This design comes from an exercise in tuning for small area on the open sky130 flow, not from production work.
Function was checked by simulation only, so behaviour that the tests miss may differ from the original.
No activity file was given, so power comes from the tool's default toggle rates.

==> design/flow/design.v <==
package eth_gen_pkg;
	typedef logic [31:0] word_t;         
	typedef logic [47:0] mac_addr_t;     
	typedef logic [15:0] byte_count_t;   
	typedef logic [15:0] seq_num_t;      
	typedef logic [15:0] pkt_count_t;    
	typedef logic [3:0]  reg_addr_t;     
	typedef logic [1:0]  tx_mod_t;       
	typedef enum logic [2:0] {
		st_idle     = 3'd0,
		st_dest     = 3'd1,
		st_dest_src = 3'd2,
		st_src      = 3'd3,
		st_len_seq  = 3'd4,
		st_data     = 3'd5,
		st_gap      = 3'd6
	} gen_state_t;
	typedef struct packed {
		pkt_count_t  number_packet;    
		logic [13:0] pkt_length;       
		mac_addr_t   s_addr;           
		mac_addr_t   d_addr;           
	} gen_settings_t;
endpackage
module eth_gen
(
	input  logic      clk,
	input  logic      reset,
	input  eth_gen_pkg::reg_addr_t address,     
	input  logic      write,
	input  logic      read,
	input  eth_gen_pkg::word_t     writedata,
	output eth_gen_pkg::word_t     readdata,
	input  logic      tx_rdy,      
	output eth_gen_pkg::word_t     tx_data,
	output logic      tx_wren,
	output logic      tx_sop,
	output logic      tx_eop,
	output eth_gen_pkg::tx_mod_t   tx_mod
);
	localparam logic [2:0] S_IDLE  = 3'd0;
	localparam logic [2:0] S_DEST  = 3'd1;
	localparam logic [2:0] S_DS    = 3'd2;
	localparam logic [2:0] S_SRC   = 3'd3;
	localparam logic [2:0] S_LS    = 3'd4;
	localparam logic [2:0] S_DATA0 = 3'd5;    
	localparam logic [2:0] S_DATA  = 3'd6;
	localparam logic [2:0] S_GAP   = 3'd7;
	logic [15:0] number_packet;
	logic [13:0] pkt_length;
	logic [47:0] s_addr;
	logic [47:0] d_addr;
	logic        start;
	logic        stop;
	logic        done;
	logic        started;
	logic [2:0]  state;
	logic [15:0] pkt_cnt;       
	logic [13:0] len_field;     
	always_ff @(posedge clk or posedge reset)
	begin
		if (reset)
		begin
			number_packet <= '0;
			pkt_length    <= '0;
			s_addr        <= '0;
			d_addr        <= '0;
			stop          <= 1'b0;
		end
		else if (write)
		begin
			case (address)
				4'd0: number_packet  <= writedata[15:0];
				4'd1: pkt_length     <= writedata[14:1];
				4'd4: s_addr[31:0]   <= writedata;
				4'd5: s_addr[47:32]  <= writedata[15:0];
				4'd6: d_addr[31:0]   <= writedata;
				4'd7: d_addr[47:32]  <= writedata[15:0];
				4'd8: stop           <= writedata[1];
				default: ;
			endcase
		end
	end
	always_ff @(posedge clk or posedge reset)
	begin
		if (reset)
			start <= 1'b0;
		else
			start <= write && (address == 4'd8) && writedata[0];
	end
	always_ff @(posedge clk or posedge reset)
	begin
		if (reset)
		begin
			done    <= 1'b0;
			started <= 1'b0;
		end
		else if (start)
		begin
			done    <= 1'b0;
			started <= 1'b1;
		end
		else if (started && (state == S_IDLE) && (pkt_cnt == number_packet))
			done <= 1'b1;
	end
	always_comb
	begin
		readdata = '0;
		if (read)
		begin
			case (address)
				4'd0: readdata = {16'd0, number_packet};
				4'd1: readdata = {17'd0, pkt_length, 1'b0};
				4'd4: readdata = s_addr[31:0];
				4'd5: readdata = {16'd0, s_addr[47:32]};
				4'd6: readdata = d_addr[31:0];
				4'd7: readdata = {16'd0, d_addr[47:32]};
				4'd8: readdata = {29'd0, done, stop, start};
				4'd9: readdata = {16'd0, pkt_cnt};
				default: readdata = '0;
			endcase
		end
	end
	logic [16:0] cnt_inc;
	logic        last_frame;
	logic        last_word;
	logic [13:0] len_calc;
	assign cnt_inc    = {1'b0, pkt_cnt} + 17'd1;
	assign last_frame = stop || (cnt_inc >= {1'b0, number_packet});
	assign last_word  = (len_field <= 14'd10);    
	always_comb
	begin
		if (pkt_length < 14'd24)
			len_calc = 14'd6;
		else if (pkt_length > 14'd9600)
			len_calc = 14'd9582;
		else
			len_calc = pkt_length - 14'd18;
	end
	always_ff @(posedge clk or posedge reset)
	begin
		if (reset)
			state <= S_IDLE;
		else
		begin
			case (state)
				S_IDLE:  if (start)  state <= S_DEST;
				S_DEST:  if (tx_rdy) state <= S_DS;
				S_DS:    if (tx_rdy) state <= S_SRC;
				S_SRC:   if (tx_rdy) state <= S_LS;
				S_LS:    if (tx_rdy) state <= (len_field == 14'd6) ? S_GAP : S_DATA0;
				S_GAP:   if (tx_rdy) state <= last_frame ? S_IDLE : S_DEST;
				default: if (tx_rdy) state <= last_word ? S_GAP : S_DATA;
			endcase
		end
	end
	always_ff @(posedge clk or posedge reset)
	begin
		if (reset)
			len_field <= '0;
		else if (state == S_DEST)
			len_field <= len_calc;
		else if (((state == S_DATA0) || (state == S_DATA)) && tx_rdy)
			len_field[13:2] <= len_field[13:2] - 12'd1;
	end
	always_ff @(posedge clk or posedge reset)
	begin
		if (reset)
			pkt_cnt <= '0;
		else if (start)
			pkt_cnt <= '0;
		else if ((state == S_GAP) && tx_rdy)
			pkt_cnt <= cnt_inc[15:0];
	end
	logic [31:0] next_word;
	logic [5:0]  pat_next;
	assign pat_next = tx_data[31:26] + 6'd1;
	always_comb
	begin
		case (state)
			S_DEST:  next_word = {d_addr[7:0], d_addr[15:8], d_addr[23:16], d_addr[31:24]};
			S_DS:    next_word = {d_addr[39:32], d_addr[47:40], s_addr[7:0], s_addr[15:8]};
			S_SRC:   next_word = {s_addr[23:16], s_addr[31:24], s_addr[39:32], s_addr[47:40]};
			S_LS:    next_word = {2'b00, len_field, pkt_cnt};
			S_DATA0: next_word = 32'h00010203;
			S_DATA:  next_word = {pat_next, 2'd0, pat_next, 2'd1, pat_next, 2'd2, pat_next, 2'd3};
			default: next_word = '0;
		endcase
	end
	always_ff @(posedge clk or posedge reset)
	begin
		if (reset)
			tx_data <= '0;
		else if (tx_rdy)
			tx_data <= next_word;
	end
	assign tx_wren = (state != S_IDLE) && (state != S_DEST);
	assign tx_sop  = (state == S_DS);
	assign tx_eop  = (state == S_GAP);
	assign tx_mod  = tx_eop ? {~len_field[1] ^ len_field[0], len_field[0]} : 2'd0;
endmodule
==> design/flow/run.sh <==
#!/bin/bash
# synth_recipe.tcl (not shown) runs the flow's synth.tcl, then flattens the netlist and writes it again
# the make line also repeats each setting of config.mk as NAME=value (left out here)
make -C /OpenROAD-flow-scripts/flow DESIGN_CONFIG=/design/flow/config.mk WORK_HOME=/design/flow/orfs CLKGATE_MAP_FILE= SYNTH_SCRIPT=/design/flow/synth_recipe.tcl finish
==> design/flow/config.mk <==
export PLATFORM = sky130hd
export DESIGN_NAME = eth_gen
export DESIGN_NICKNAME = eth_gen
export VERILOG_FILES = /design/flow/design.v
export SDC_FILE = /design/flow/constraint.sdc
export NUM_CORES = 4
export LEC_CHECK = 0
export CAP_MARGIN = 20
export CORE_MARGIN = 2
export CORE_UTILIZATION = 40
export SLEW_MARGIN = 20
==> design/flow/constraint.sdc <==
create_clock -name core_clock -period 5.5 [get_ports {clk}]
set_input_delay 1.1000 -clock core_clock [delete_from_list [all_inputs] [get_ports {clk}]]
set_output_delay 1.1000 -clock core_clock [all_outputs]
set_load 0.01 [all_outputs]
==> impl_metrics.json, run 1 <==
{
  "yosys.cell_types.count": 69,
  "ys_ff_latch": 195,
  "cts.sinks": 195,
  "clock_skew_ps": 13.5,
  "gr-usage-all-layers": 0.276,
  "hp-class": "reg2reg",
  "overflow": 0,
  "synth_edf_count": 0,
  "pin_count": 110,
  "gp_congestion": 0.894,
  "yosys_warnings": 1,
  "async_flop_share": 1.00,
  "final_max_slew_viol_count": 0,
  "worstPathRequired_ps": 4400,
  "drtAntennaViolNets": 0,
  "cts_buffers": 17,
  "fp.dieH_um": 169,
  "combinationalPowerShare": 0.373,
  "power_density_nw_per_um2": 448,
  "post_drt_wl_per_cell_um": 26.3,
  "critPathArrivalTime_ps": 3760,
  "area_growth_pct": 18.5,
  "period_share": 0.883,
  "synth_flop_cell": "dfrtp_1",
  "mappedNetlistNets": 1102,
  "clk_pin_slew_ps": 70,
  "antennaDiodeCount": 0,
  "leakagePower_uw": 0.00526,
  "ys_seq_area_frac": 0.449,
  "p_int_uw": 3390,
  "vias_per_cell": 6.27,
  "final_common_cell": "dfrtp_1",
  "dr_total_vias": 9138,
  "most-common-layout-cells": "dfrtp_1, mux2_2, clkdlybuf4s50_1, nor2_1, a22oi_1",
  "holdWs_ps": 462,
  "grt_max_degree": 112,
  "grt_pass1_wl_um": 58400,
  "root_buffer": "clkbuf_16",
  "clkPwrFrac": 0.229,
  "syn_area_um2": 10900,
  "switching_share": 0.412,
  "h-tree-depth": 4,
  "wirelength_um": 38400,
  "cts_buffer_depth": 2,
  "rows": 60,
  "period_minus_slack_ps": 4860,
  "avgSynthCellArea_um2": 10.5,
  "syn_inst": 1036,
  "rsz0062_at_grt": "no",
  "cts_hold_buf": 0,
  "dpl.hpwl_um": 26900,
  "fin_nets": 1170,
  "critPathCaptureType": "primary output",
  "drv_cap": 0,
  "drive_above_1_share": 0.179,
  "dr.pass1.iters": 6,
  "seqPwrFrac": 0.398,
  "final_util": 0.480,
  "grt_pass1_vias": 9082,
  "tightest_slew_ps": 1170,
  "worst-setup-path-type": "in2out",
  "ir_worst_vdd_mv": 0.273,
  "max-slew-margin-rel": 0.220,
  "setup_viol": 0,
  "switching_power_uw": 2370,
  "cts_tree": "yes",
  "numPortBuffers": 109,
  "cp_max_fo": 32,
  "clock_latency_ps": 450,
  "die_x_um": 169,
  "post-cts-setup-buffers": 0,
  "status": "no timing/DRC/antenna violations",
  "drc": 0,
  "hold_viol": 0,
  "coreArea_um2": 26800,
  "antenna_found_initial": 0,
  "drt_iter0_markers": 902,
  "fmax_mhz": 206,
  "cts_resized": 0,
  "startpoint_type": "input port",
  "initial_core_util": 0.405,
  "die_area_um2": 28500,
  "fin_setup_tns_ps": 0
}
[stage by stage]
stage	total power, µW	cell area, µm²	instances	worst slack [ps]
after detailed placement	4440	12300	1426	742
final	5760	12900	1458	644
after global placement	4430	12300	1426	778
after floorplan	3500	10900	1036	1880
after CTS	5770	12900	1458	726
after global routing	6060	12900	1458	502
[power groups by stage]
stage	Sequential (µW)	Clock, µW	Combinational, µW
2_1_floorplan	2120	0	1380
3_3_place_gp	2310	0	2130
3_5_place_dp	2310	0	2140
4_1_cts	2280	1340	2150
5_1_grt	2330	1400	2330
6_report	2290	1320	2150
[kinds of logic (layout without fill, tap and decap cells)]
| kind of cell | Yosys count | after routing | share of synthesized area |
|---|---|---|---|
| flops | 195 | 195 | 0.449 |
| xor+xnor | 57 | 57 | 0.0460 |
| compound gates | 272 | 272 | 0.186 |
| buf+inv | 118 | 199 | 0.0428 |
| fa+ha+maj | 25 | 25 | 0.0288 |
| mux | 134 | 134 | 0.138 |
| simple gates | 235 | 235 | 0.109 |
[sequential cells by signal, indices dropped and copies added, names as in the netlist]
register / flops
len_field: 14
started: 1
done: 1
d_addr: 48
stop: 1
s_addr: 48
tx_data: 32
pkt_cnt: 16
pkt_length: 14
start: 1
state: 3
number_packet: 16
[cell type report]
| cell class | instances | area (µm²) |
|---|---|---|
| Tap cell | 341 | 427 |
| Fill cell | 2488 | 13900 |
| Multi-Input combinational cell | 723 | 5540 |
| Clock inverter | 15 | 191 |
| Clock buffer | 17 | 425 |
| Inverter | 36 | 139 |
| Sequential cell | 195 | 4880 |
| Timing Repair Buffer | 131 | 1270 |
[metal layers]
layer | vias up | wire length [µm] | global-route usage
met1 | 4615 | 16800 | 0.380
met4 | 0 | 1710 | 0.127
met2 | 420 | 17100 | 0.415
li1 | 4012 | - | -
met5 | - | 0 | 0
met3 | 91 | 2760 | 0.0606
[worst max-delay path, cell delays in order]
cell and delay, ps:
clkdlybuf4s50_1 680, and2b_1 280, and3_1 180, buf_4 390, a222oi_1 200, a31oi_1 300, clkdlybuf4s50_1 600
[synthesized netlist by cell type (all sizes together), types with 7 or more instances]
library cell,instances,area (µm²)
buf,22,105
nand4,15,93.8
a221oi,11,96.3
nand3,20,105
o21ai,34,170
nor2,71,267
a31oi,18,113
o22ai,11,68.8
a21oi,31,155
ha,25,313
nand2b,8,50.1
clkbuf,60,225
a22o,32,280
mux2,128,1440
a22oi,58,435
or3,8,50.1
nor4,10,83.8
o2bb2ai,20,175
a222oi,18,180
xnor2,35,307
xor2,22,193
inv,35,131
dfrtp,195,4880
nand2,51,191
nor3,19,100
o21a,7,52.6
[path summary, 6_finish.rpt]
path | startpoint | to | slack, ps | cells after the start
min in group asynchronous | reset | tx_data[8] | 1110 | 2
max reg2reg | pkt_cnt[1] | state[0] | 2170 | 11
min | started | started | 460 | 1
max | address[2] | readdata[5] | 640 | 7
min reg2reg | started | started | 460 | 1
max in group asynchronous | reset | state[0] | 3200 | 3
==> inputs of run 2 (changes only) <==
--- a/design/flow/design.v
+++ b/design/flow/design.v
@@ -154,11 +154,9 @@
 			endcase
 		end
 	end
-	always_ff @(posedge clk or posedge reset)
+	always_ff @(posedge clk)
 	begin
-		if (reset)
-			len_field <= '0;
-		else if (state == S_DEST)
+		if (state == S_DEST)
 			len_field <= len_calc;
 		else if (((state == S_DATA0) || (state == S_DATA)) && tx_rdy)
 			len_field[13:2] <= len_field[13:2] - 12'd1;
==> design/flow/flow/run.sh (new file) <==
#!/bin/bash
set -euo pipefail
export BUFFER_PORTS_ARGS="-buffer_cell sky130_fd_sc_hd__buf_1"
R=orfs/results/$FLOW_PLATFORM/eth_gen/base
L=orfs/logs/$FLOW_PLATFORM/eth_gen/base
YOSYS=$(command -v yosys || echo "$FLOW_HOME/../tools/install/yosys/bin/yosys")

bash standard.sh synth > standard_synth.log 2>&1

cp $R/1_2_yosys.v $R/1_2_yosys_standard.v
export REMAP_LIB=$FLOW_HOME/platforms/$FLOW_PLATFORM/lib/sky130_fd_sc_hd__tt_025C_1v80.lib
export REMAP_IN=$PWD/$R/1_2_yosys_standard.v
export REMAP_OUT=$PWD/$R/1_2_yosys.v
export REMAP_SCRIPT=$PWD/flow/area.abc
export REMAP_DONT_USE="$(grep -m1 -o 'abc -script.*' $L/1_2_yosys.log | grep -o '\-dont_use [^ ]*' | cut -d' ' -f2 | sort -u | tr '\n' ' ')"
"$YOSYS" -c flow/remap.tcl > remap.log 2>&1
rm -f $R/1_synth.odb $R/1_synth.sdc

bash standard.sh > standard_layout.log 2>&1
==> design/flow/flow/area.abc (new file) <==
strash
ifraig
scorr
dc2
dch -f
&get -n
&st
&dch
&nf -a -R 1000
&put
==> design/flow/flow/remap.tcl (new file) <==
# Re-map the combinational logic of the standard synthesis netlist with a different ABC
# script. Registers (and their instance names and cell types) are kept as they are.
# Environment: REMAP_IN, REMAP_OUT, REMAP_LIB, REMAP_SCRIPT, REMAP_DONT_USE
set lib $::env(REMAP_LIB)
yosys read_liberty -overwrite -ignore_miss_func -setattr liberty_cell $lib
yosys read_verilog $::env(REMAP_IN)
yosys hierarchy -top eth_gen
yosys blackbox sky130_fd_sc_hd__df* sky130_fd_sc_hd__edf* sky130_fd_sc_hd__sdf* sky130_fd_sc_hd__dl*
yosys flatten
yosys opt_clean -purge
yosys stat
set du {}
foreach c $::env(REMAP_DONT_USE) { lappend du -dont_use $c }
yosys abc -liberty $lib {*}$du -script $::env(REMAP_SCRIPT)
yosys opt_clean -purge
yosys hilomap -singleton -hicell sky130_fd_sc_hd__conb_1 HI -locell sky130_fd_sc_hd__conb_1 LO
yosys insbuf -buf sky130_fd_sc_hd__buf_4 A X
yosys splitnets
yosys opt_clean -purge
yosys delete =A:liberty_cell
yosys tee -o $::env(REMAP_OUT).stat stat -liberty $lib
yosys write_verilog -noattr -nohex -nodec $::env(REMAP_OUT)
==> design/flow/standard.sh (new file) <==
#!/bin/bash
# synth_recipe.tcl (not shown) runs the flow's synth.tcl, then flattens the netlist and writes it again
# the make line also repeats each setting of config.mk as NAME=value (left out here)
make -C /OpenROAD-flow-scripts/flow DESIGN_CONFIG=/design/flow/config.mk WORK_HOME=/design/flow/orfs CLKGATE_MAP_FILE= SYNTH_SCRIPT=/design/flow/synth_recipe.tcl "${@:-finish}"
==> design/flow/config.mk (replaced) <==
export PLATFORM = sky130hd
export DESIGN_NAME = eth_gen
export DESIGN_NICKNAME = eth_gen
export VERILOG_FILES = /design/flow/design.v
export SDC_FILE = /design/flow/constraint.sdc
export NUM_CORES = 4
export LEC_CHECK = 0
export ABC_AREA = 1
export CAP_MARGIN = 20
export CORE_AREA = 2.3 2.72 166.52 165.92
export CTS_BUF_LIST = sky130_fd_sc_hd__clkbuf_8
export DIE_AREA = 0 0 168.795 168.795
export SLEW_MARGIN = 20
removed: design/flow/run.sh
==> impl_metrics.json, run 2 <==
{
  "status": "no timing/DRC/antenna violations",
  "clock_skew_ps": 22.5,
  "die_x_um": 169,
  "drc": 0,
  "dr.pass1.iters": 8,
  "grt_util_met1": 0.317,
  "leakagePower_uw": 0.00423,
  "crit_slowest_cell": "nor2_2",
  "most-common-layout-cells": "dfrtp_1, mux2_1, buf_1, nand2_1, nor2_1",
  "crit_top_cell": "buf_1",
  "numPortBuffers": 109,
  "antennaDiodeCount": 0,
  "fin_nets": 1018,
  "syn_area_um2": 9720,
  "cp_max_fo": 20,
  "holdWs_ps": 491,
  "grt_pass1_wl_um": 49000,
  "grt_max_degree": 144,
  "antenna_found_initial": 1,
  "max-slew-margin-rel": 0.289,
  "worst-setup-path-type": "in2out",
  "final.setup.worst_slack_ps": 1100,
  "worstPathRequired_ps": 4400,
  "initial_core_util": 0.363,
  "hp-class": "reg2reg",
  "largestRegisters": "d_addr: 48 flops, s_addr: 48 flops, tx_data: 32 flops",
  "power_density_nw_per_um2": 411,
  "final_common_cell": "dfrtp_1",
  "root_buffer": "clkbuf_8",
  "period_minus_slack_ps": 4400,
  "yosys_warnings": 1,
  "area_growth_pct": 12.2,
  "critPathCaptureType": "primary output",
  "drt_iter0_markers": 942,
  "crit_chain": "buf_1 > nor2b_1 > nand2b_1 > nor2_2 > buf_12 > a222oi_1 > a31oi_1 > buf_1",
  "fillCellCount": 2588,
  "ir_worst_vdd_mv": 0.159,
  "crit_path_max_incr_delay_ps": 690,
  "cts_buffer_depth": 2,
  "design_area_um2": 10900,
  "cts.sinks": 195,
  "place_ws_ps": 1130,
  "fmax_mhz": 227,
  "startpoint_type": "input port",
  "syn_inst": 863,
  "grt_pass1_vias": 7963,
  "rsz0062_at_grt": "no",
  "vias_per_cell": 6.11,
  "fp.dieH_um": 169,
  "gr-usage-all-layers": 0.226,
  "setup_viol": 0,
  "mappedNetlistNets": 904,
  "coreArea_um2": 26800,
  "clock_latency_ps": 480,
  "period_share": 0.800,
  "fin_setup_tns_ps": 0,
  "drtAntennaViolNets": 0,
  "place_area_um2": 10500,
  "gp_congestion": 0.956,
  "dp_cells": 1299,
  "cts_resized": 0,
  "cts_tree": "yes",
  "drv_cap": 0,
  "critPathArrivalTime_ps": 3300,
  "final_cells": 1331,
  "regArea_um2": 4950,
  "hold_viol": 0,
  "tightest_slew_ps": 1060,
  "die_area_um2": 28500,
  "post-cts-setup-buffers": 0,
  "final_max_slew_viol_count": 0,
  "busiest_layer": "met2",
  "grtUsageMet3": 0.0346,
  "grt_util_met2": 0.363,
  "dr_total_vias": 8128,
  "post_drt_wl_per_cell_um": 23.9,
  "drive_above_1_share": 0.0606,
  "pin_count": 110,
  "cts_hold_buf": 0,
  "overflow": 0,
  "dpl.hpwl_um": 22000,
  "multi_input_area_um2": 4520,
  "cts_buffers": 17,
  "avgSynthCellArea_um2": 11.3,
  "h-tree-depth": 4,
  "clk_pin_slew_ps": 100,
  "wirelength_um": 31800,
  "rows": 60
}
run 2: changes by cell type in the layout (fill, tap and decap cells not counted), moves of 16 or more:
cell	change
mux2_2	-128
mux2_1	+125
clkdlybuf4s50_1	-109
buf_1	+108
inv_1	-33
a22o_1	-30
ha_1	-25
nand2_1	+20
o2bb2ai_1	-20
a222oi_1	+19
clkbuf_16	-17
clkbuf_8	+17
a31oi_1	+16
run 2: area by class of cell:
class,instances,share of cell area
repair buffers,127,0.0515
clock inverters,15,0.0133
well taps,341,0.0391
flip-flops and latches,195,0.454
clock buffers,17,0.0215
multi-input cells,622,0.414
inverters,14,0.00597
run 2: final timing paths:
path,start,slack [ps],cells after the start,endpoint
worst min register to register,started,490,1,started
worst min-delay path,started,490,1,started
min in group asynchronous,reset,760,2,tx_data[0]
worst max-delay path,address[2],1100,8,readdata[14]
max in group asynchronous,reset,3660,3,pkt_cnt[14]
worst max register to register,pkt_cnt[1],1670,16,state[0]
run 2: where the power goes:
group | switching (µW) | internal [µW] | total, µW
Clock | 565 | 371 | 936
Combinational | 719 | 500 | 1220
Sequential | 465 | 1860 | 2320
run 2: worst max-delay path, delay by kind of cell:
| kind | cells | cell delay [ps] |
|---|---|---|
| buffers and inverters | 3 | 660 |
| AO/OA/AOI/OAI | 2 | 380 |
| AND/OR/NAND/NOR | 3 | 1140 |
run 2: metrics by stage:
| step | util | total power (µW) |
|---|---|---|
| floorplan | - | 3080 |
| global placement | 0.392 | 3520 |
| detailed placement | 0.392 | 3550 |
| CTS | 0.406 | 4470 |
| global route | 0.407 | 4720 |
| finish | 0.407 | 4480 |
run 2: metal layers:
metal | up-vias | wire length, µm
met5 | - | 0
li1 | 3558 | -
met1 | 4121 | 13900
met3 | 57 | 2140
met4 | 0 | 759
met2 | 392 | 15000
==> inputs of run 3 (changes only) <==
--- a/design/flow/design.v
+++ b/design/flow/design.v
@@ -39,12 +39,12 @@
 	output eth_gen_pkg::tx_mod_t   tx_mod
 );
 	localparam logic [2:0] S_IDLE  = 3'd0;
-	localparam logic [2:0] S_DEST  = 3'd1;
-	localparam logic [2:0] S_DS    = 3'd2;
-	localparam logic [2:0] S_SRC   = 3'd3;
-	localparam logic [2:0] S_LS    = 3'd4;
-	localparam logic [2:0] S_DATA0 = 3'd5;    
-	localparam logic [2:0] S_DATA  = 3'd6;
+	localparam logic [2:0] S_DEST  = 3'd2;
+	localparam logic [2:0] S_DS    = 3'd4;
+	localparam logic [2:0] S_SRC   = 3'd6;
+	localparam logic [2:0] S_LS    = 3'd1;
+	localparam logic [2:0] S_DATA0 = 3'd3;    
+	localparam logic [2:0] S_DATA  = 3'd5;
 	localparam logic [2:0] S_GAP   = 3'd7;
 	logic [15:0] number_packet;
 	logic [13:0] pkt_length;
--- a/design/flow/flow/run.sh
+++ b/design/flow/flow/run.sh
@@ -14,6 +14,8 @@
 export REMAP_SCRIPT=$PWD/flow/area.abc
 export REMAP_DONT_USE="$(grep -m1 -o 'abc -script.*' $L/1_2_yosys.log | grep -o '\-dont_use [^ ]*' | cut -d' ' -f2 | sort -u | tr '\n' ' ')"
 "$YOSYS" -c flow/remap.tcl > remap.log 2>&1
+cp $R/1_2_yosys.v $R/1_2_yosys_remap.v
+python3 flow/mux2a22o.py $R/1_2_yosys_remap.v $R/1_2_yosys.v > mux2a22o.log 2>&1
 rm -f $R/1_synth.odb $R/1_synth.sdc
 
 bash standard.sh > standard_layout.log 2>&1
==> design/flow/flow/mux2a22o.py (new file) <==
#!/usr/bin/env python3
"""Rewrite every sky130_fd_sc_hd__mux2_1 whose select net drives at least two such muxes as an
a22o_1 (X = S&A1 | ~S&A0), with one shared inverter per select net. Same function, less area."""
import re, sys, collections
src, dst = sys.argv[1], sys.argv[2]
text = open(src).read()
inst_re = re.compile(r'  sky130_fd_sc_hd__mux2_1 (\S+) \((.*?)\);\n', re.S)
pin_re = re.compile(r'\.(\w+)\(([^()]*?)\)\s*,?')
muxes = []
for m in inst_re.finditer(text):
    pins = {p: (n.strip() + ' ' if n.strip().startswith('\\') else n.strip()) for p, n in pin_re.findall(m.group(2))}
    muxes.append((m, pins))
count = collections.Counter(p['S'] for _, p in muxes)
inv = {}
out, pos, k = [], 0, 0
decls = []
wires = []
for m, pins in muxes:
    s = pins['S']
    if count[s] < 2:
        continue
    if s not in inv:
        k += 1
        inv[s] = f'_mxsel_n{k}_'
        wires.append(f'  wire {inv[s]};\n')
        decls.append(f'  sky130_fd_sc_hd__inv_1 _mxsel_inv{k}_ (\n    .A({s}),\n    .Y({inv[s]})\n  );\n')
    out.append(text[pos:m.start()])
    out.append(f'  sky130_fd_sc_hd__a22o_1 {m.group(1)} (\n    .A1({s}),\n    .A2({pins["A1"]}),\n'
               f'    .B1({inv[s]}),\n    .B2({pins["A0"]}),\n    .X({pins["X"]})\n  );\n')
    pos = m.end()
out.append(text[pos:])
res = ''.join(out)
i = res.index('endmodule')
res = res[:i] + ''.join(decls) + res[i:]
h = res.index(');\n', res.index('module ')) + 3
res = res[:h] + ''.join(wires) + res[h:]
open(dst, 'w').write(res)
print(f'rewrote {sum(count[s] for s in inv)} muxes with {len(inv)} shared inverters')
==> impl_metrics.json, run 3 <==
{
  "status": "no timing/DRC/antenna violations",
  "multi_input_area_um2": 4150,
  "period_minus_slack_ps": 4010,
  "fmax_mhz": 250,
  "regToRegSetupSlack_ps": 1730,
  "gp_congestion": 0.917,
  "drive_above_1_share": 0.0617,
  "clkPwrFrac": 0.209,
  "antennaDiodeCount": 0,
  "regArea_um2": 4950,
  "clock_skew_ps": 17.3,
  "area_growth_pct": 12.6,
  "grt_util_met2": 0.368,
  "drv_cap": 0,
  "grt_max_degree": 96,
  "fin_nets": 1016,
  "fp.dieH_um": 169,
  "most-common-layout-cells": "dfrtp_1, a22o_1, buf_1, nand2_1, nor2_1",
  "hp-class": "reg2reg",
  "drtAntennaViolNets": 0,
  "grtUsageMet3": 0.0482,
  "cp_max_fo": 5,
  "root_buffer": "clkbuf_8",
  "syn_inst": 856,
  "grt_util_met1": 0.324,
  "cts.sinks": 195,
  "wirelength_um": 33100,
  "post-cts-setup-buffers": 0,
  "final_util": 0.394,
  "die_area_um2": 28500,
  "busiest_layer": "met2",
  "startpoint_type": "input port",
  "place_area_um2": 10200,
  "period_share": 0.728,
  "clock_latency_ps": 490,
  "r2r-start": "pkt_cnt[0]",
  "cts_buffers": 17,
  "power_density_nw_per_um2": 420,
  "dr_total_vias": 8406,
  "ir_worst_vdd_mv": 0.150,
  "worstPathRequired_ps": 4400,
  "critPathArrivalTime_ps": 2910,
  "switching_power_uw": 1690,
  "cts_hold_buf": 0,
  "drt_iter0_markers": 977,
  "pin_count": 110,
  "max-slew-margin-rel": 0.304,
  "antenna_found_initial": 0,
  "final_max_slew_viol_count": 0,
  "drc": 0,
  "avgSynthCellArea_um2": 11.0,
  "mappedNetlistNets": 897,
  "final_common_cell": "dfrtp_1",
  "hold_viol": 0,
  "cts_buffer_depth": 2,
  "overflow": 0,
  "cp-startpoint": "address[2]",
  "cp-endpoint": "readdata[0]",
  "tightest_slew_ps": 1040,
  "dr.pass1.iters": 7,
  "die_x_um": 169,
  "gr-usage-all-layers": 0.234,
  "dpl.hpwl_um": 22000,
  "setup_viol": 0,
  "r2r_cells": 16,
  "r2r_end": "state[1]",
  "cts_tree": "yes",
  "largestRegisters": "d_addr: 48 flops, s_addr: 48 flops, tx_data: 32 flops",
  "design_area_um2": 10600,
  "grt_pass1_wl_um": 51000,
  "critPathCaptureType": "primary output",
  "combinationalPowerShare": 0.283,
  "fin_setup_tns_ps": 0,
  "grt_pass1_vias": 8361,
  "leakagePower_uw": 0.00413,
  "h-tree-depth": 4,
  "cts_resized": 0,
  "post_drt_wl_per_cell_um": 24.9,
  "clk_pin_slew_ps": 90,
  "seqPwrFrac": 0.508,
  "initial_core_util": 0.350,
  "syn_area_um2": 9380,
  "p_int_uw": 2750,
  "rows": 60,
  "rsz0062_at_grt": "no",
  "vias_per_cell": 6.33,
  "switching_share": 0.381,
  "yosys_warnings": 1,
  "coreArea_um2": 26800,
  "numPortBuffers": 109,
  "fillCellCount": 2670,
  "worst-setup-path-type": "in2out"
}
==> run 3: cell count changes in the layout (fill, tap and decap cells not counted), moves of 5 or more <==
cell      before  now
a222oi_1      37   49
a22o_1         2  124
mux2_1       125    2
nor3_1        11    6
a22oi_1       60   51
o22ai_1       15   10
inv_1          1    9
buf_4         16   23
a221oi_1       8    3
==> run 3: power groups by stage <==
stage	Combinational, µW	Sequential, µW	Clock (µW)
floorplan	970	2120	0
global placement	1230	2270	0
detailed placement	1250	2280	0
CTS	1250	2250	932
global route	1380	2300	992
finish	1260	2250	927
==> run 3: final cells by class <==
class / count / share of cell area
Clock buffer: 19 / 0.0247
Clock inverter: 13 / 0.0107
Inverter: 20 / 0.00782
Multi-Input combinational cell: 609 / 0.393
Sequential cell: 195 / 0.468
Tap cell: 341 / 0.0404
Timing Repair Buffer: 132 / 0.0552
==> run 3: per-stage QoR <==
step	total power (µW)	hold slack [ps]	instances	worst slack (ps)
after global routing	4670	538	1329	1470
after floorplan	3090	444	856	235
after detailed placement	3530	476	1297	1590
after CTS	4430	504	1329	1570
after global placement	3500	487	1297	1630
final	4440	506	1329	1490
==> run 3: worst min path at each step <==
stage | endpoint | cells past startpoint | startpoint
floorplan | started | 1 | started
global placement | tx_data[21] | 1 | tx_data[21]
detailed placement | started | 1 | started
CTS | started | 1 | started
global route | tx_data[14] | 1 | tx_data[14]
finish | tx_data[13] | 1 | tx_data[13]
==> run 3: metal layers <==
layer  up-vias  wire [µm]
li1       3667          -
met1      4270      14500
met2       403      15300
met3        66       2470
met4         0        823
met5         -          0
==> run 3: worst max-delay path: stages <==
cell	delay, ps
buf_1	130
nand2b_1	180
nor3_1	710
a222oi_1	280
a31oi_1	310
buf_1	180
==> inputs of run 4 (changes only) <==
--- a/design/flow/config.mk
+++ b/design/flow/config.mk
@@ -6,8 +6,8 @@
 export NUM_CORES = 4
 export LEC_CHECK = 0
 export ABC_AREA = 1
-export CAP_MARGIN = 20
+export CAP_MARGIN = 5
 export CORE_AREA = 2.3 2.72 166.52 165.92
 export CTS_BUF_LIST = sky130_fd_sc_hd__clkbuf_8
 export DIE_AREA = 0 0 168.795 168.795
-export SLEW_MARGIN = 20
+export SLEW_MARGIN = 5
==> impl_metrics.json, run 4 <==
{
  "cp_max_fo": 5,
  "cts_buffer_depth": 2,
  "cp-endpoint": "readdata[0]",
  "crit_top_cell": "buf_1",
  "clk_pin_slew_ps": 90,
  "post_drt_wl_per_cell_um": 24.9,
  "wirelength_um": 33100,
  "worstPathRequired_ps": 4400,
  "max-slew-margin-rel": 0.304,
  "dr_total_vias": 8406,
  "r2r_cells": 16,
  "power_density_nw_per_um2": 420,
  "holdWs_ps": 506,
  "fin_nets": 1016,
  "dp_cells": 1297,
  "hp-class": "reg2reg",
  "r2r-start": "pkt_cnt[0]",
  "regToRegSetupSlack_ps": 1730,
  "pin_count": 110,
  "avgSynthCellArea_um2": 11.0,
  "cts_tree": "yes",
  "rsz0062_at_grt": "no",
  "antenna_found_initial": 0,
  "ir_worst_vdd_mv": 0.150,
  "syn_inst": 856,
  "leakagePower_uw": 0.00413,
  "crit_path_max_incr_delay_ps": 710,
  "gr-usage-all-layers": 0.234,
  "cts_hold_buf": 0,
  "initial_core_util": 0.350,
  "final_cells": 1329,
  "gp_congestion": 0.917,
  "period_minus_slack_ps": 4010,
  "status": "no timing/DRC/antenna violations",
  "mappedNetlistNets": 897,
  "numPortBuffers": 109,
  "dr.pass1.iters": 7,
  "grt_pass1_wl_um": 51000,
  "critPathCaptureType": "primary output",
  "clock_skew_ps": 17.3,
  "yosys_warnings": 1,
  "cts.sinks": 195,
  "tightest_slew_ps": 1040,
  "coreArea_um2": 26800,
  "fp.dieH_um": 169,
  "startpoint_type": "input port",
  "cts_buffers": 17,
  "final_max_slew_viol_count": 0,
  "hold_viol": 0,
  "die_area_um2": 28500,
  "drt_iter0_markers": 977,
  "cts_resized": 0,
  "fin_setup_tns_ps": 0,
  "critPathArrivalTime_ps": 2910,
  "grt_pass1_vias": 8361,
  "clock_latency_ps": 490,
  "most-common-layout-cells": "dfrtp_1, a22o_1, buf_1, nand2_1, nor2_1",
  "drtAntennaViolNets": 0,
  "die_x_um": 169,
  "h-tree-depth": 4,
  "place_area_um2": 10200,
  "root_buffer": "clkbuf_8",
  "fmax_mhz": 250,
  "final_util": 0.394,
  "antennaDiodeCount": 0,
  "vias_per_cell": 6.33,
  "rows": 60,
  "dpl.hpwl_um": 22000,
  "crit_chain": "buf_1 > nand2b_1 > nor3_1 > a222oi_1 > a31oi_1 > buf_1",
  "cp-startpoint": "address[2]",
  "worst-setup-path-type": "in2out",
  "drive_above_1_share": 0.0617,
  "post-cts-setup-buffers": 0,
  "largestRegisters": "d_addr: 48 flops, s_addr: 48 flops, tx_data: 32 flops",
  "overflow": 0,
  "setup_viol": 0,
  "period_share": 0.728,
  "area_growth_pct": 12.6,
  "r2r_end": "state[1]",
  "grt_max_degree": 96,
  "design_area_um2": 10600,
  "drv_cap": 0,
  "drc": 0,
  "final_common_cell": "dfrtp_1",
  "syn_area_um2": 9380,
  "crit_slowest_cell": "nor3_1"
}
run 4: how the worst min path moves through the flow:
stage | startpoint | to | slack (ps) | depth (start not counted)
2_1_floorplan | started | started | 440 | 1
3_3_place_gp | tx_data[21] | tx_data[21] | 490 | 1
3_5_place_dp | started | started | 480 | 1
4_1_cts | started | started | 500 | 1
5_1_grt | tx_data[14] | tx_data[14] | 540 | 1
6_report | tx_data[13] | tx_data[13] | 510 | 1
run 4: critical path: cells and delay by family:
family / cells / cell delay [ps]
AOI/OAI and AO/OA: 2 / 590
buffers and inverters: 2 / 310
and+or+nand+nor: 2 / 890
run 4: cell type report:
class / instances / area [µm²]
sequential: 195 / 4950
multi-input combinational: 609 / 4150
fill: 2670 / 16200
inverter: 20 / 82.6
clock inverter: 13 / 113
tap: 341 / 427
timing repair buffer: 132 / 583
clock buffer: 19 / 262
run 4: layer usage:
metal | vias to the layer above | share of wire | routed length (µm) | global-route usage
met4 | 0 | 0.025 | 823 | 0.0776
met2 | 403 | 0.46 | 15300 | 0.368
li1 | 3667 | - | - | -
met5 | - | 0 | 0 | 0
met3 | 66 | 0.075 | 2470 | 0.0482
met1 | 4270 | 0.44 | 14500 | 0.324
run 4: power breakdown:
group	switching (µW)	total, µW	internal, µW
logic	726	1260	531
registers	424	2250	1830
clock network	544	927	384
run 4: through the flow:
stage	setup slack [ps]	total power (µW)
after floorplan	235	3090
after global placement	1630	3500
after detailed placement	1590	3530
after CTS	1570	4430
after global routing	1470	4670
final	1490	4440
==> inputs of run 5 (changes only) <==
--- a/design/flow/flow/run.sh
+++ b/design/flow/flow/run.sh
@@ -1,6 +1,7 @@
 #!/bin/bash
 set -euo pipefail
 export BUFFER_PORTS_ARGS="-buffer_cell sky130_fd_sc_hd__buf_1"
+export CTS_ARGS="-sink_clustering_enable -repair_clock_nets -buf_list sky130_fd_sc_hd__clkbuf_8 -dont_use_dummy_load"
 R=orfs/results/$FLOW_PLATFORM/eth_gen/base
 L=orfs/logs/$FLOW_PLATFORM/eth_gen/base
 YOSYS=$(command -v yosys || echo "$FLOW_HOME/../tools/install/yosys/bin/yosys")
--- a/design/flow/config.mk
+++ b/design/flow/config.mk
@@ -6,8 +6,8 @@
 export NUM_CORES = 4
 export LEC_CHECK = 0
 export ABC_AREA = 1
-export CAP_MARGIN = 5
+export CAP_MARGIN = 20
 export CORE_AREA = 2.3 2.72 166.52 165.92
 export CTS_BUF_LIST = sky130_fd_sc_hd__clkbuf_8
 export DIE_AREA = 0 0 168.795 168.795
-export SLEW_MARGIN = 5
+export SLEW_MARGIN = 20
==> impl_metrics.json, run 5 <==
{
  "most-common-layout-cells": "dfrtp_1, a22o_1, buf_1, nand2_1, nor2_1",
  "largestRegisters": "d_addr: 48 flops, s_addr: 48 flops, tx_data: 32 flops",
  "cts_hold_buf": 0,
  "crit_chain": "buf_1 > nand2b_1 > nor3_1 > a222oi_1 > a31oi_1 > buf_1",
  "grtUsageMet3": 0.0570,
  "hp-class": "reg2reg",
  "holdWs_ps": 504,
  "area_growth_pct": 11.1,
  "crit_slowest_cell": "nor3_1",
  "gp_congestion": 0.917,
  "rsz0062_at_grt": "no",
  "die_area_um2": 28500,
  "vias_per_cell": 6.35,
  "dpl.hpwl_um": 22000,
  "root_buffer": "clkbuf_8",
  "pin_count": 110,
  "ir_worst_vdd_mv": 0.134,
  "hold_viol": 0,
  "h-tree-depth": 4,
  "fp.dieH_um": 169,
  "clk_pin_slew_ps": 80,
  "critPathArrivalTime_ps": 2890,
  "final_max_slew_viol_count": 0,
  "gr-usage-all-layers": 0.234,
  "leakagePower_uw": 0.00406,
  "yosys_warnings": 1,
  "drc": 0,
  "period_share": 0.725,
  "cp_max_fo": 5,
  "avgSynthCellArea_um2": 11.0,
  "tightest_slew_ps": 1060,
  "worstPathRequired_ps": 4400,
  "cts_resized": 0,
  "dr.pass1.iters": 8,
  "critPathCaptureType": "primary output",
  "grt_max_degree": 96,
  "rows": 60,
  "cts.sinks": 195,
  "drt_iter0_markers": 898,
  "antennaDiodeCount": 0,
  "fillCellCount": 2679,
  "power_density_nw_per_um2": 408,
  "drive_above_1_share": 0.0504,
  "dr_total_vias": 8349,
  "max-slew-margin-rel": 0.292,
  "startpoint_type": "input port",
  "antenna_found_initial": 0,
  "grt_pass1_vias": 8331,
  "numPortBuffers": 109,
  "fin_setup_tns_ps": 0,
  "cts_tree": "yes",
  "final_common_cell": "dfrtp_1",
  "syn_area_um2": 9380,
  "crit_top_cell": "buf_1",
  "coreArea_um2": 26800,
  "grt_pass1_wl_um": 50900,
  "cts_buffer_depth": 2,
  "period_minus_slack_ps": 3990,
  "initial_core_util": 0.350,
  "fmax_mhz": 251,
  "setup_viol": 0,
  "clock_skew_ps": 32.3,
  "drtAntennaViolNets": 0,
  "die_x_um": 169,
  "post-cts-setup-buffers": 0,
  "cts_buffers": 17,
  "status": "no timing/DRC/antenna violations",
  "clock_latency_ps": 490,
  "wirelength_um": 33100,
  "overflow": 0,
  "busiest_layer": "met2",
  "fin_nets": 1016,
  "worst-setup-path-type": "in2out",
  "grt_util_met2": 0.367,
  "crit_path_max_incr_delay_ps": 700,
  "drv_cap": 0,
  "syn_inst": 856,
  "grt_util_met1": 0.321,
  "mappedNetlistNets": 897,
  "post_drt_wl_per_cell_um": 25.2
}
run 5: cell count changes in the layout (fill, tap and decap cells not counted):
cell	delta
inv_1	-3
clkinv_4	-2
inv_6	-2
clkbuf_8	-2
bufinv_16	-1
clkinvlp_4	-2
clkinv_2	-2
inv_8	-1
run 5: path summary, 6_finish.rpt:
check,from,end,slack (ps),cells after the start
setup / recovery,address[2],readdata[0],1510,6
hold / removal,tx_data[13],tx_data[13],500,1
setup reg to reg,pkt_cnt[0],state[1],1750,16
hold reg to reg,tx_data[13],tx_data[13],500,1
max in group asynchronous,reset,pkt_cnt[10],3680,3
min in group asynchronous,reset,d_addr[16],750,2
run 5: through the flow:
step / worst slack [ps] / util / total power, µW / std cells / instance area [µm²]
finish: 1510 / 0.389 / 4250 / 1314 / 10400
global route: 1470 / 0.389 / 4490 / 1314 / 10400
CTS: 1570 / 0.389 / 4250 / 1314 / 10400
detailed placement: 1590 / 0.380 / 3530 / 1297 / 10200
global placement: 1630 / 0.380 / 3500 / 1297 / 10200
floorplan: 235 / - / 3090 / 856 / 9380
run 5: power by group:
group	switching (µW)	internal, µW	total [µW]
Clock	466	274	740
Combinational	726	531	1260
Sequential	423	1830	2250
run 5: area by class of cell:
type	count	area, µm²	share of cell area
clock buffers	17	234	0.0224
inverters	20	82.6	0.00792
multi-input cells	609	4150	0.398
flip-flops and latches	195	4950	0.475
well taps	341	427	0.0409
repair buffers	132	583	0.0559
run 5: layer usage:
layer / routed length (µm) / part of all wire / vias up
met1: 14400 / 0.43 / 4251
met5: 0 / 0 / -
li1: - / - / 3649
met2: 15300 / 0.46 / 384
met3: 2620 / 0.079 / 65
met4: 773 / 0.023 / 0
run 5: worst max-delay path: cells and delay by family:
family | cells | cell delay [ps]
AND/OR/NAND/NOR | 2 | 880
AO/OA/AOI/OAI | 2 | 600
buffers and inverters | 2 | 310
==> inputs of run 6 (changes only) <==
--- a/design/flow/flow/run.sh
+++ b/design/flow/flow/run.sh
@@ -1,12 +1,18 @@
 #!/bin/bash
 set -euo pipefail
+EXTRA_DONT_USE="sky130_fd_sc_hd__buf_4 sky130_fd_sc_hd__buf_6 sky130_fd_sc_hd__buf_8 sky130_fd_sc_hd__buf_12 sky130_fd_sc_hd__buf_16 sky130_fd_sc_hd__bufbuf_8 sky130_fd_sc_hd__bufbuf_16 sky130_fd_sc_hd__bufinv_8 sky130_fd_sc_hd__bufinv_16 sky130_fd_sc_hd__clkbuf_4 sky130_fd_sc_hd__clkbuf_16 sky130_fd_sc_hd__clkdlybuf4s15_1 sky130_fd_sc_hd__clkdlybuf4s15_2 sky130_fd_sc_hd__clkdlybuf4s18_1 sky130_fd_sc_hd__clkdlybuf4s18_2 sky130_fd_sc_hd__clkdlybuf4s25_1 sky130_fd_sc_hd__clkdlybuf4s25_2 sky130_fd_sc_hd__clkdlybuf4s50_1 sky130_fd_sc_hd__clkdlybuf4s50_2 sky130_fd_sc_hd__dlygate4sd1_1 sky130_fd_sc_hd__dlygate4sd2_1 sky130_fd_sc_hd__dlygate4sd3_1 sky130_fd_sc_hd__dlymetal6s2s_1 sky130_fd_sc_hd__dlymetal6s4s_1 sky130_fd_sc_hd__dlymetal6s6s_1"
 export BUFFER_PORTS_ARGS="-buffer_cell sky130_fd_sc_hd__buf_1"
 export CTS_ARGS="-sink_clustering_enable -repair_clock_nets -buf_list sky130_fd_sc_hd__clkbuf_8 -dont_use_dummy_load"
 R=orfs/results/$FLOW_PLATFORM/eth_gen/base
 L=orfs/logs/$FLOW_PLATFORM/eth_gen/base
 YOSYS=$(command -v yosys || echo "$FLOW_HOME/../tools/install/yosys/bin/yosys")
 
-bash standard.sh synth > standard_synth.log 2>&1
+# The platform's don't-use list plus the extra cells, passed on the make command line so that
+# every sub-make sees it
+DU="$(DONT_USE_CELLS="$EXTRA_DONT_USE" bash standard.sh print-DONT_USE_CELLS 2> print_dont_use.log | sed -n 's/^DONT_USE_CELLS: //p')"
+echo "$DU" > dont_use.txt
+
+bash standard.sh "DONT_USE_CELLS=$DU" synth > standard_synth.log 2>&1
 
 cp $R/1_2_yosys.v $R/1_2_yosys_standard.v
 export REMAP_LIB=$FLOW_HOME/platforms/$FLOW_PLATFORM/lib/sky130_fd_sc_hd__tt_025C_1v80.lib
@@ -19,4 +25,4 @@
 python3 flow/mux2a22o.py $R/1_2_yosys_remap.v $R/1_2_yosys.v > mux2a22o.log 2>&1
 rm -f $R/1_synth.odb $R/1_synth.sdc
 
-bash standard.sh > standard_layout.log 2>&1
+bash standard.sh "DONT_USE_CELLS=$DU" finish > standard_layout.log 2>&1
--- a/design/flow/flow/remap.tcl
+++ b/design/flow/flow/remap.tcl
@@ -7,6 +7,9 @@
 yosys hierarchy -top eth_gen
 yosys blackbox sky130_fd_sc_hd__df* sky130_fd_sc_hd__edf* sky130_fd_sc_hd__sdf* sky130_fd_sc_hd__dl*
 yosys flatten
+# Flattened cells leave public names such as \_123_.A on internal wires; hide them so that
+# output ports keep their own names and need no pass-through buffers
+yosys rename -hide w:*.*
 yosys opt_clean -purge
 yosys stat
 set du {}
@@ -14,7 +17,7 @@
 yosys abc -liberty $lib {*}$du -script $::env(REMAP_SCRIPT)
 yosys opt_clean -purge
 yosys hilomap -singleton -hicell sky130_fd_sc_hd__conb_1 HI -locell sky130_fd_sc_hd__conb_1 LO
-yosys insbuf -buf sky130_fd_sc_hd__buf_4 A X
+yosys insbuf -buf sky130_fd_sc_hd__buf_1 A X
 yosys splitnets
 yosys opt_clean -purge
 yosys delete =A:liberty_cell
==> impl_metrics.json, run 6 <==
{
  "status": "no timing/DRC/antenna violations",
  "regToRegSetupSlack_ps": 1620,
  "fmax_mhz": 225,
  "drv_cap": 0,
  "p_int_uw": 2620,
  "drc": 0,
  "rows": 60,
  "leakagePower_uw": 0.00404,
  "drtAntennaViolNets": 0,
  "grt_pass1_vias": 8178,
  "r2r-start": "pkt_cnt[0]",
  "die_area_um2": 28500,
  "grt_pass1_wl_um": 50700,
  "hp-class": "reg2reg",
  "dr_total_vias": 8413,
  "overflow": 0,
  "drt_iter0_markers": 962,
  "h-tree-depth": 4,
  "area_growth_pct": 14.2,
  "mappedNetlistNets": 874,
  "cts_tree": "yes",
  "clk_pin_slew_ps": 70,
  "power_density_nw_per_um2": 405,
  "antenna_found_initial": 0,
  "clock_skew_ps": 30.0,
  "cts_hold_buf": 0,
  "die_x_um": 169,
  "coreArea_um2": 26800,
  "critPathCaptureType": "primary output",
  "dr.pass1.iters": 8,
  "largestRegisters": "d_addr: 48 flops, s_addr: 48 flops, tx_data: 32 flops",
  "post_drt_wl_per_cell_um": 24.8,
  "period_minus_slack_ps": 4440,
  "r2r_cells": 16,
  "gr-usage-all-layers": 0.235,
  "syn_inst": 833,
  "fin_nets": 1043,
  "switching_share": 0.383,
  "cts_buffer_depth": 2,
  "final_max_slew_viol_count": 0,
  "post-cts-setup-buffers": 0,
  "root_buffer": "clkbuf_8",
  "avgSynthCellArea_um2": 11.0,
  "most-common-layout-cells": "dfrtp_1, buf_1, a22o_1, nor2_1, a22oi_1",
  "pin_count": 110,
  "final_common_cell": "dfrtp_1",
  "switching_power_uw": 1620,
  "max-slew-margin-rel": 0.182,
  "cts.sinks": 195,
  "min_path_cells": 1,
  "hp-start": "started",
  "period_share": 0.807,
  "cp_max_fo": 21,
  "tightest_slew_ps": 1230,
  "critPathArrivalTime_ps": 3340,
  "startpoint_type": "input port",
  "ir_worst_vdd_mv": 0.129,
  "antennaDiodeCount": 0,
  "seqPwrFrac": 0.536,
  "wirelength_um": 33200,
  "r2r_end": "state[1]",
  "worstPathRequired_ps": 4400,
  "grt_max_degree": 33,
  "worst-setup-path-type": "in2out",
  "numPortBuffers": 109,
  "clock_latency_ps": 470,
  "drive_above_1_share": 0.0450,
  "hold_viol": 0,
  "fin_setup_tns_ps": 0,
  "gp_congestion": 0.931,
  "final.setup.worst_slack_ps": 1060,
  "clkPwrFrac": 0.172,
  "setup_viol": 0,
  "dpl.hpwl_um": 23400,
  "p_total_uw": 4240,
  "syn_area_um2": 9170,
  "cts_buffers": 17,
  "fp.dieH_um": 169,
  "combinationalPowerShare": 0.293,
  "vias_per_cell": 6.27,
  "yosys_warnings": 1,
  "holdPathEnd": "started",
  "rsz0062_at_grt": "no",
  "place_ws_ps": 1170,
  "cts_resized": 0,
  "initial_core_util": 0.342
}
## run 6: how the worst max path moves through the flow
stage                from      endpoint  slack (ps)  cells past startpoint
3_3_place_gp   address[0]   readdata[4]        1190                      7
5_1_grt        address[2]  readdata[19]         960                      8
4_1_cts        address[3]  readdata[28]        1170                      8
3_5_place_dp   address[3]  readdata[28]        1170                      8
2_1_floorplan  address[3]     d_addr[0]         220                      5
6_report       address[3]  readdata[28]        1060                      8
## run 6: area by class of cell
type	instances	area, µm²
flip-flops and latches	195	4950
well taps	341	427
fillers	2603	16300
repair buffers	150	597
multi-input cells	615	4160
inverters	23	93.8
clock buffers	17	234
## run 6: through the flow
step           instance area, µm²  std cells   util  hold slack [ps]
2_1_floorplan                9170        833      -              437
3_3_place_gp                10200       1323  0.381              454
3_5_place_dp                10200       1323  0.381              462
4_1_cts                     10400       1340  0.390              483
5_1_grt                     10500       1341  0.390              514
6_report                    10500       1341  0.390              481
## run 6: per-layer routing
layer  wire (µm)  track usage  vias to the layer above
met3        2690       0.0545                       82
met1       14400        0.325                     4207
li1            -            -                     3708
met2       15000        0.349                      416
met4        1180        0.111                        0
met5           0            0                        -
## run 6: power groups by stage
stage	clock network, µW	logic, µW	registers [µW]
2_1_floorplan	0	805	2160
3_3_place_gp	0	1210	2280
3_5_place_dp	0	1230	2290
4_1_cts	738	1240	2260
5_1_grt	797	1370	2320
6_report	727	1240	2270
## run 6: critical path, cell delays in order
cell,delay (ps)
buf_1,130
nand2b_1,230
nor3_2,540
buf_2,560
buf_1,340
a22oi_1,120
nor2_1,100
buf_1,190

what the ideal ports hide:
No port has a modelled driver above. Below, the same layouts with a new extraction and two added sets of constraints. Step 1 sets driving cells, clkbuf_16 on the clock port and buf_2 on the other inputs (assumed; they add their load-dependent delay and slew). Step 2 times the ports against the registers' clock, not the clock port: input delays grow and output delays shrink by t, the midpoint of the rising clock arrivals with the driver on. Three values: ideal, step 1, step 2; two values: the first two.
run | t, ns | slack for setup (ns) | worst register clock-pin slew, ns | worst data-port slew with drivers (ns) | cell pins on the clock port's net
run 1 | 0.495 | 0.644 / 0.613 / 0.613 | 0.09 / 0.09 | 0.04 | 1
run 2 | 0.510 | 1.102 / 1.081 / 1.081 | 0.12 / 0.12 | 0.05 | 1
run 3 | 0.530 | 1.494 / 1.473 / 1.473 | 0.11 / 0.11 | 0.05 | 1
run 4 | 0.530 | 1.494 / 1.473 / 1.473 | 0.11 / 0.11 | 0.05 | 1
run 5 | 0.522 | 1.515 / 1.494 / 1.494 | 0.11 / 0.11 | 0.05 | 1
run 6 | 0.499 | 1.062 / 1.043 / 1.043 | 0.10 / 0.10 | 0.06 | 1
After both steps setup and hold are still met in every run listed. The setup slack of run 1, which loses most, moves by -0.031 ns with the drivers and by -0.031 ns with both steps.
